What follows belongs to an exercise in optimizing a design on an open flow for small area and a short achievable clock period; a production flow would make more cautious choices.
At most, simulation tests tie the RTL to the original design; equivalence was not proved.
Power is estimated from default activity; no workload was simulated.

==> v30: inputs <==
Design fpmul_top, start of the top module:
module fpmul_top (
	input  logic                  clk,
	input  logic                  rst,
	input  logic                  in_valid,
	input  logic [31:0]           a,
	input  logic [31:0]           b,
	output logic                  out_valid,
	output fpmul_pkg::fpmul_out_t out
);
clock: 7.5 ns
lec_check: 0
cap_margin: 20
core_margin: 2
core_utilization: 40
slew_margin: 20
synth_hierarchical: 1
synth_minimum_keep_size: 0
run.sh (not shown) runs the stock make flow with config.mk's settings and CLKGATE_MAP_FILE= SYNTH_SCRIPT=/design/flow/synth_recipe.tcl, a recipe that flattens the netlist after the stock synthesis.
==> v24 (differences from v30) <==
SETUP_SLACK_MARGIN = 4.0   (was default)
==> qor summary <==
quantity                                                                  v30              v24
Outcome                                      no timing/DRC/antenna violations  no timing/DRC/antenna violations
Routability congestion estimate                                         0.876            0.889
Relative contribution of combinational cells to total power             68.8%            70.7%
Unrepaired setup endpoints after global routing                         false             true
Layout cells sized above 1                                              6.67%            33.1%
Worst-Skew Late Latency                                               0.58 ns          0.59 ns
Vias per cell                                                            5.40             5.48
First-pass GRT wire length                                          108000 um        119000 um
Met1 usage                                                              30.5%            32.9%
Count of vias placed by the detailed router                             16.3k            17.5k
Initial antenna violation count                                             4                8
Worst slack at placement                                             0.607 ns          1.18 ns
Worst Tran Pin Value                                                  1.08 ns         0.681 ns
Minimum setup slack in the final design                              0.682 ns          2.43 ns
WL met3                                                               5480 um          6910 um
Proportion of cell area occupied by registers                           15.9%            14.3%
Final wirelength                                                     68100 um         79000 um
CP Buf/Inv Count                                                            3                6
Share of power burned in the clock network                              13.1%            12.7%
Cell area reported after detailed placement                        25500 um^2       26000 um^2
Maximum vdd ir drop                                                    198 uV           244 uV
Launch point of the critical path                            r2_c[19]$_DFF_P_  r2_s[2]$_DFF_P_
Combinational logic power                                             6600 uW          7580 uW
Detailed-route wire length on metal 1                                29600 um         32600 um
Flop pwr share                                                          18.1%            16.6%
Non-clock buffers                                                         150              307
No run of this note included a check of the RTL's function; only the layout flow was run.

==> try-violet: inputs <==
fpmul_top, a different RTL version from the one above (not shown whole).
make LEC_CHECK=0 CAP_MARGIN=20 CORE_MARGIN=2 CORE_UTILIZATION=40 SETUP_SLACK_MARGIN=4.5 SLEW_MARGIN=20 SYNTH_HIERARCHICAL=1 SYNTH_MINIMUM_KEEP_SIZE=0 finish   # period 7.5 ns
==> inputs of try-pepper, as changes to try-violet <==
==> flow/flow/run.sh (new file) <==
#!/bin/bash
# The standard layout, with smaller port buffers: every input and output
# port still gets a buffer (buf_2 instead of the flow's default choice).
set -e
export BUFFER_PORTS_ARGS="-buffer_cell sky130_fd_sc_hd__buf_2"
cp standard.sh standard.sh.log
bash standard.sh > standard.log 2>&1
==> flow/standard.sh (new file) <==
#!/bin/bash
# synth_recipe.tcl (not shown) runs the flow's synth.tcl, then flattens the netlist and writes it again
# the make line also repeats each setting of config.mk as NAME=value (left out here)
make -C /OpenROAD-flow-scripts/flow DESIGN_CONFIG=/design/flow/config.mk WORK_HOME=/design/flow/orfs CLKGATE_MAP_FILE= SYNTH_SCRIPT=/design/flow/synth_recipe.tcl "${@:-finish}"
Settings changed: CTS_CLUSTER_DIAMETER set to 200, CTS_CLUSTER_SIZE set to 30.
removed: flow/run.sh
==> comparison table <==
|  | try-pepper | try-violet |
|---|---|---|
| Critical register-to-register path startpoint | r3_cin | r4_man[12] |
| Global-route wire length before repair | 106400 µm | 108900 µm |
| Placed Instances | 3275 | 3273 |
| Minimum period implied by the final worst setup slack | 3.084 ns | 3.025 ns |
| Resize count post-CTS | 58 | 75 |
| Switching portion of total power | 41.71% | 39.47% |
| Combinational logic power | 6990 µW | 7160 µW |
| Violation count after the first detailed-routing iteration | 1211 | 1207 |
| GR Layer Usage met2 | 31.77% | 32.43% |
| R2r endpoint | r4_man[22] | r5_out[22] |
| Vias in the first global route | 19152 | 19502 |
| Worst hold slack | 0.3350 ns | 0.3248 ns |
| Status | finished clean | finished clean |
| Post-detailed-placement cell area | 26800 µm² | 27300 µm² |
| Seq. cell area | 7617 µm² | 7627 µm² |

==> exp/onyx: inputs <==
fpmul_top again, from the RTL that the note above started with.
Design fpmul_top, start of the top module:
module fpmul_top (
	input  logic                  clk,
	input  logic                  rst,
	input  logic                  in_valid,
	input  logic [31:0]           a,
	input  logic [31:0]           b,
	output logic                  out_valid,
	output fpmul_pkg::fpmul_out_t out
);
	localparam int MID_W = 152;   
	logic [4:0] valid;   
	fpmul_pkg::info_t  p_info, r2_info, r3_info, r4_info;
	logic [31:0]       r1_a, r1_b;
	logic [MID_W-1:0]  t_mid, r2_mid;
	logic [47:0]       t_sn, t_cn;       
	logic              l_cout, l_nz;
	logic [25:0]       r3_sn, r3_cn;
	logic              r3_cin, r3_lo_nz;
	logic              n_top, n_guard, n_sticky;
	logic [22:0]       n_man;
	logic              r4_top, r4_guard, r4_sticky;
	logic [22:0]       r4_man;
	fpmul_pkg::fpmul_out_t rnd, r5_out;
	fpmul_prep i_prep (
		.a    (r1_a),
		.b    (r1_b),
		.sign (p_info.sign),
		.exp  (p_info.exp),
		.nan  (p_info.nan),
		.inf  (p_info.inf),
		.zero (p_info.zero)
	);
	fpmul_tree_0 i_tree_0 (
		.x  ({1'b1, r1_a[22:0]}),   
		.y  ({1'b1, r1_b[22:0]}),
		.mo (t_mid)
	);
	fpmul_tree_1 i_tree_1 (
		.mi (r2_mid),
		.sn (t_sn),
		.cn (t_cn)
	);
	fpmul_cpa_lo i_cpa_lo (
		.sn    (t_sn[21:0]),
		.cn    (t_cn[21:0]),
		.cout  (l_cout),
		.lo_nz (l_nz)
	);
	fpmul_normalize i_normalize (
		.sn       (r3_sn),
		.cn       (r3_cn),
		.cin      (r3_cin),
		.lo_nz    (r3_lo_nz),
		.top      (n_top),
		.man      (n_man),
		.guard    (n_guard),
		.sticky   (n_sticky)
	);
	fpmul_round i_round (
		.sign     (r4_info.sign),
		.exp      (r4_info.exp),
		.nan      (r4_info.nan),
		.inf      (r4_info.inf),
		.zero     (r4_info.zero),
		.top      (r4_top),
		.man      (r4_man),
		.guard    (r4_guard),
		.sticky   (r4_sticky),
		.res      (rnd)
	);
	always_ff @(posedge clk) begin
		if (rst) valid <= '0;
		else     valid <= {valid[3:0], in_valid};
	end
	always_ff @(posedge clk) begin
		r1_a        <= a;
		r1_b        <= b;
		r2_mid      <= t_mid;
		r2_info     <= p_info;
		r3_sn       <= t_sn[47:22];
		r3_cn       <= t_cn[47:22];
		r3_cin      <= l_cout;
		r3_lo_nz    <= l_nz;
  ...
==> module fpmul_normalize, before the edit <==
module fpmul_normalize (
	input  logic [25:0] sn,
	input  logic [25:0] cn,
	input  logic        cin,        
	input  logic        lo_nz,      
	output logic        top,        
	output logic [22:0] man,        
	output logic        guard,
	output logic        sticky
);
	logic [25:0] hi;   
	assign hi     = ~sn + ~cn + 26'(cin);
	assign top    = hi[25];
	assign man    = top ? hi[24:2] : hi[23:1];
	assign guard  = top ? hi[1] : hi[0];
	assign sticky = top ? (hi[0] | lo_nz) : lo_nz;
endmodule
==> module fpmul_round, before the edit <==
module fpmul_round (
	input  logic              sign,
	input  logic signed [9:0] exp,        
	input  logic              nan,
	input  logic              inf,
	input  logic              zero,
	input  logic              top,        
	input  logic [22:0]       man,
	input  logic              guard,
	input  logic              sticky,
	output fpmul_pkg::fpmul_out_t res
);
	logic              round_up;
	logic              carry;     
	logic [22:0]       man_rnd;
	logic signed [9:0] e1, e2;
	logic [7:0]        exp_out;
	logic              ovf, unf;
	assign round_up = guard & (sticky | man[0]);
	assign carry    = round_up & (&man);
	assign man_rnd  = man + 23'(round_up);
	assign e1      = exp + 10'sd1;
	assign e2      = exp + 10'sd2;
	always_comb begin
		case ({top, carry})
			2'b00:   begin exp_out = exp[7:0]; ovf = (exp >= 10'sd255); unf = (exp <= 10'sd0); end
			2'b11:   begin exp_out = e2[7:0];  ovf = (e2 >= 10'sd255);  unf = (e2 <= 10'sd0);  end
			default: begin exp_out = e1[7:0];  ovf = (e1 >= 10'sd255);  unf = (e1 <= 10'sd0);  end
		endcase
	end
	always_comb begin
		res.flags = '0;
		if (nan) begin
			res.result        = fpmul_pkg::qnan;
			res.flags.invalid = 1'b1;
		end else if (inf) begin
			res.result = {sign, 8'hff, 23'b0};
		end else if (zero) begin
			res.result = {sign, 31'b0};
		end else if (ovf) begin
			res.result         = {sign, 8'hff, 23'b0};
			res.flags.overflow = 1'b1;
			res.flags.inexact  = 1'b1;
		end else if (unf) begin
			res.result          = {sign, 31'b0};
			res.flags.underflow = 1'b1;
			res.flags.inexact   = 1'b1;
		end else begin
			res.result        = {sign, exp_out, man_rnd[22:0]};
			res.flags.inexact = guard | sticky;
		end
	end
endmodule
==> module fpmul_top, before the edit <==
module fpmul_top (
	input  logic                  clk,
	input  logic                  rst,
	input  logic                  in_valid,
	input  logic [31:0]           a,
	input  logic [31:0]           b,
	output logic                  out_valid,
	output fpmul_pkg::fpmul_out_t out
);
	localparam int MID_W = 152;   
	logic [4:0] valid;   
	fpmul_pkg::info_t  p_info, r2_info, r3_info, r4_info;
	logic [31:0]       r1_a, r1_b;
	logic [MID_W-1:0]  t_mid, r2_mid;
	logic [47:0]       t_sn, t_cn;       
	logic              l_cout, l_nz;
	logic [25:0]       r3_sn, r3_cn;
	logic              r3_cin, r3_lo_nz;
	logic              n_top, n_guard, n_sticky;
	logic [22:0]       n_man;
	logic              r4_top, r4_guard, r4_sticky;
	logic [22:0]       r4_man;
	fpmul_pkg::fpmul_out_t rnd, r5_out;
	fpmul_prep i_prep (
		.a    (r1_a),
		.b    (r1_b),
		.sign (p_info.sign),
		.exp  (p_info.exp),
		.nan  (p_info.nan),
		.inf  (p_info.inf),
		.zero (p_info.zero)
	);
	fpmul_tree_0 i_tree_0 (
		.x  ({1'b1, r1_a[22:0]}),   
		.y  ({1'b1, r1_b[22:0]}),
		.mo (t_mid)
	);
	fpmul_tree_1 i_tree_1 (
		.mi (r2_mid),
		.sn (t_sn),
		.cn (t_cn)
	);
	fpmul_cpa_lo i_cpa_lo (
		.sn    (t_sn[21:0]),
		.cn    (t_cn[21:0]),
		.cout  (l_cout),
		.lo_nz (l_nz)
	);
	fpmul_normalize i_normalize (
		.sn       (r3_sn),
		.cn       (r3_cn),
		.cin      (r3_cin),
		.lo_nz    (r3_lo_nz),
		.top      (n_top),
		.man      (n_man),
		.guard    (n_guard),
		.sticky   (n_sticky)
	);
	fpmul_round i_round (
		.sign     (r4_info.sign),
		.exp      (r4_info.exp),
		.nan      (r4_info.nan),
		.inf      (r4_info.inf),
		.zero     (r4_info.zero),
		.top      (r4_top),
		.man      (r4_man),
		.guard    (r4_guard),
		.sticky   (r4_sticky),
		.res      (rnd)
	);
	always_ff @(posedge clk) begin
		if (rst) valid <= '0;
		else     valid <= {valid[3:0], in_valid};
	end
	always_ff @(posedge clk) begin
		r1_a        <= a;
		r1_b        <= b;
		r2_mid      <= t_mid;
		r2_info     <= p_info;
		r3_sn       <= t_sn[47:22];
		r3_cn       <= t_cn[47:22];
		r3_cin      <= l_cout;
		r3_lo_nz    <= l_nz;
		r3_info     <= r2_info;
		r4_top      <= n_top;
		r4_man      <= n_man;
		r4_guard    <= n_guard;
		r4_sticky   <= n_sticky;
		r4_info     <= r3_info;
		r5_out      <= rnd;
	end
	assign out_valid = valid[4];
	assign out       = r5_out;
endmodule
export LEC_CHECK = 0
export CAP_MARGIN = 20
export CORE_MARGIN = 2
export CORE_UTILIZATION = 40
export SETUP_SLACK_MARGIN = 4.3
export SLEW_MARGIN = 20
export SYNTH_HIERARCHICAL = 1
export SYNTH_MINIMUM_KEEP_SIZE = 0
create_clock -name core_clock -period 7.5 [get_ports {clk}]
standard.sh (not shown) runs the stock make flow with config.mk's settings and CLKGATE_MAP_FILE= SYNTH_SCRIPT=/design/flow/synth_recipe.tcl, a recipe that flattens the netlist after the stock synthesis.
==> flow/flow/run.sh <==
#!/bin/bash
# The standard layout, with smaller port buffers: every input and output
# port still gets a buffer (buf_2 instead of the flow's default choice).
set -e
export BUFFER_PORTS_ARGS="-buffer_cell sky130_fd_sc_hd__buf_2"
cp standard.sh standard.sh.log
bash standard.sh > standard.log 2>&1
==> exp/violet: changes against exp/onyx <==
--- a/flow/design.v
+++ b/flow/design.v
@@ -3064,15 +3064,21 @@
 	input  logic        lo_nz,      
 	output logic        top,        
 	output logic [22:0] man,        
-	output logic        guard,
-	output logic        sticky
+	output logic        round_up,
+	output logic        carry,      
+	output logic        inexact
 );
 	logic [25:0] hi;   
+	logic        lsb, guard, sticky;
 	assign hi     = ~sn + ~cn + 26'(cin);
 	assign top    = hi[25];
 	assign man    = top ? hi[24:2] : hi[23:1];
+	assign lsb    = top ? hi[2] : hi[1];
 	assign guard  = top ? hi[1] : hi[0];
 	assign sticky = top ? (hi[0] | lo_nz) : lo_nz;
+	assign round_up = guard & (sticky | lsb);
+	assign carry    = round_up & (&man);
+	assign inexact  = guard | sticky;
 endmodule
 `timescale 1ns/10ps
 module fpmul_round (
@@ -3083,19 +3089,16 @@
 	input  logic              zero,
 	input  logic              top,        
 	input  logic [22:0]       man,
-	input  logic              guard,
-	input  logic              sticky,
+	input  logic              round_up,
+	input  logic              carry,      
+	input  logic              inexact,
 	output fpmul_pkg::fpmul_out_t res
 );
-	logic              round_up;
-	logic              carry;     
 	logic [22:0]       man_rnd;
 	logic signed [9:0] e1, e2;
 	logic [7:0]        exp_out;
 	logic              ovf, unf;
-	assign round_up = guard & (sticky | man[0]);
-	assign carry    = round_up & (&man);
-	assign man_rnd  = man + 23'(round_up);
+	assign man_rnd = man + 23'(round_up);
 	assign e1      = exp + 10'sd1;
 	assign e2      = exp + 10'sd2;
 	always_comb begin
@@ -3124,7 +3127,7 @@
 			res.flags.inexact   = 1'b1;
 		end else begin
 			res.result        = {sign, exp_out, man_rnd[22:0]};
-			res.flags.inexact = guard | sticky;
+			res.flags.inexact = inexact;
 		end
 	end
 endmodule
@@ -3147,9 +3150,9 @@
 	logic              l_cout, l_nz;
 	logic [25:0]       r3_sn, r3_cn;
 	logic              r3_cin, r3_lo_nz;
-	logic              n_top, n_guard, n_sticky;
+	logic              n_top, n_round_up, n_carry, n_inexact;
 	logic [22:0]       n_man;
-	logic              r4_top, r4_guard, r4_sticky;
+	logic              r4_top, r4_round_up, r4_carry, r4_inexact;
 	logic [22:0]       r4_man;
 	fpmul_pkg::fpmul_out_t rnd, r5_out;
 	fpmul_prep i_prep (
@@ -3184,8 +3187,9 @@
 		.lo_nz    (r3_lo_nz),
 		.top      (n_top),
 		.man      (n_man),
-		.guard    (n_guard),
-		.sticky   (n_sticky)
+		.round_up (n_round_up),
+		.carry    (n_carry),
+		.inexact  (n_inexact)
 	);
 	fpmul_round i_round (
 		.sign     (r4_info.sign),
@@ -3195,8 +3199,9 @@
 		.zero     (r4_info.zero),
 		.top      (r4_top),
 		.man      (r4_man),
-		.guard    (r4_guard),
-		.sticky   (r4_sticky),
+		.round_up (r4_round_up),
+		.carry    (r4_carry),
+		.inexact  (r4_inexact),
 		.res      (rnd)
 	);
 	always_ff @(posedge clk) begin
@@ -3215,8 +3220,9 @@
 		r3_info     <= r2_info;
 		r4_top      <= n_top;
 		r4_man      <= n_man;
-		r4_guard    <= n_guard;
-		r4_sticky   <= n_sticky;
+		r4_round_up <= n_round_up;
+		r4_carry    <= n_carry;
+		r4_inexact  <= n_inexact;
 		r4_info     <= r3_info;
 		r5_out      <= rnd;
 	end
==> flow/run.sh (new file) <==
#!/bin/bash
# synth_recipe.tcl (not shown) runs the flow's synth.tcl, then flattens the netlist and writes it again
# the make line also repeats each setting of config.mk as NAME=value (left out here)
make -C /OpenROAD-flow-scripts/flow DESIGN_CONFIG=/design/flow/config.mk WORK_HOME=/design/flow/orfs CLKGATE_MAP_FILE= SYNTH_SCRIPT=/design/flow/synth_recipe.tcl finish
SETUP_SLACK_MARGIN = 4.4   (was 4.3)
removed: flow/flow/run.sh
removed: flow/standard.sh
==> exp/yarrow: changes against exp/onyx <==
SETUP_SLACK_MARGIN = 4.7   (was 4.3)
==> qor summary <==
quantity	exp/violet	exp/onyx	exp/yarrow
Detailed-route wire length	68,400 µm	68,600 µm	89,300 µm
Die X-Extent	269 µm	267 µm	267 µm
Power per unit of standard cell area	445 nW/µm²	415 nW/µm²	396 nW/µm²
Peak clock frequency supported by timing	314 MHz	317 MHz	316 MHz
Worst-case setup slack after placement	3980 ps	3660 ps	3880 ps
Maximum vdd ir drop	0.362 mV	0.392 mV	0.452 mV
Worst reg2reg setup slack	4310 ps	4340 ps	4340 ps
Cell with the biggest individual delay on the critical path	sky130_fd_sc_hd__or4_4	sky130_fd_sc_hd__fa_1	sky130_fd_sc_hd__fa_1
Clock network latency to the later pin of the worst-skew pair	610 ps	590 ps	630 ps
Count of multi-input combinational gates	1,741	1,705	1,705
Relative contribution of the clock network to total power	18.6%	18.8%	17.7%
Worst hold-check slack	324 ps	315 ps	324 ps
Number of gates given a new drive strength after cts	37	20	243
Non-clk buf share	4.78%	3.31%	13.9%
Routed length per instance	20.0 µm	20.4 µm	24.9 µm
Startpoint of the worst register-to-register path	r2_mid[7]	r2_mid[41]	r2_mid[45]
Total area of multi-input combinational cells	17,100 µm²	17,000 µm²	17,700 µm²
Antenna cell count	1	0	2
Outcome	no timing/DRC/antenna violations	no timing/DRC/antenna violations	no timing/DRC/antenna violations

afterwards: timing with drivers on the ports:
The results above use ideal ports. As a check the final layouts listed here were re-extracted and re-timed, cells and wires unchanged. Step 1 (the two cells are an assumption about what drives the block):
set clk [get_ports {clk}]
set_driving_cell -lib_cell sky130_fd_sc_hd__clkbuf_16 $clk
set_driving_cell -lib_cell sky130_fd_sc_hd__buf_2 [delete_from_list [all_inputs] $clk]
Step 2 adds t to the input delays and takes it off the output delays; t is the mean of the earliest and latest rising clock arrival at the registers after step 1. Input paths then give back, and output paths get back, about the clock's delay inside the block. a / b / c = ideal ports / drivers / drivers and shift; a / b = the first two.
run	t, ns	slack for setup (ns)	worst setup path after step 2	clock arrival spread, ns
v30	0.633	0.682 / 0.682 / 0.682	register to register	0.021 / 0.021
v24	0.639	2.434 / 2.434 / 2.434	register to register	0.027 / 0.027
try-violet	0.637	4.475 / 4.475 / 4.475	register to register	0.039 / 0.039
try-pepper	0.601	4.416 / 4.416 / 4.416	register to register	0.033 / 0.033
exp/onyx	0.641	4.344 / 4.344 / 4.344	register to register	0.023 / 0.023
exp/violet	0.641	4.313 / 4.313 / 4.313	register to register	0.046 / 0.047
exp/yarrow	0.659	4.340 / 4.340 / 4.340	register to register	0.062 / 0.062
After both steps setup and hold are still met in every run listed.
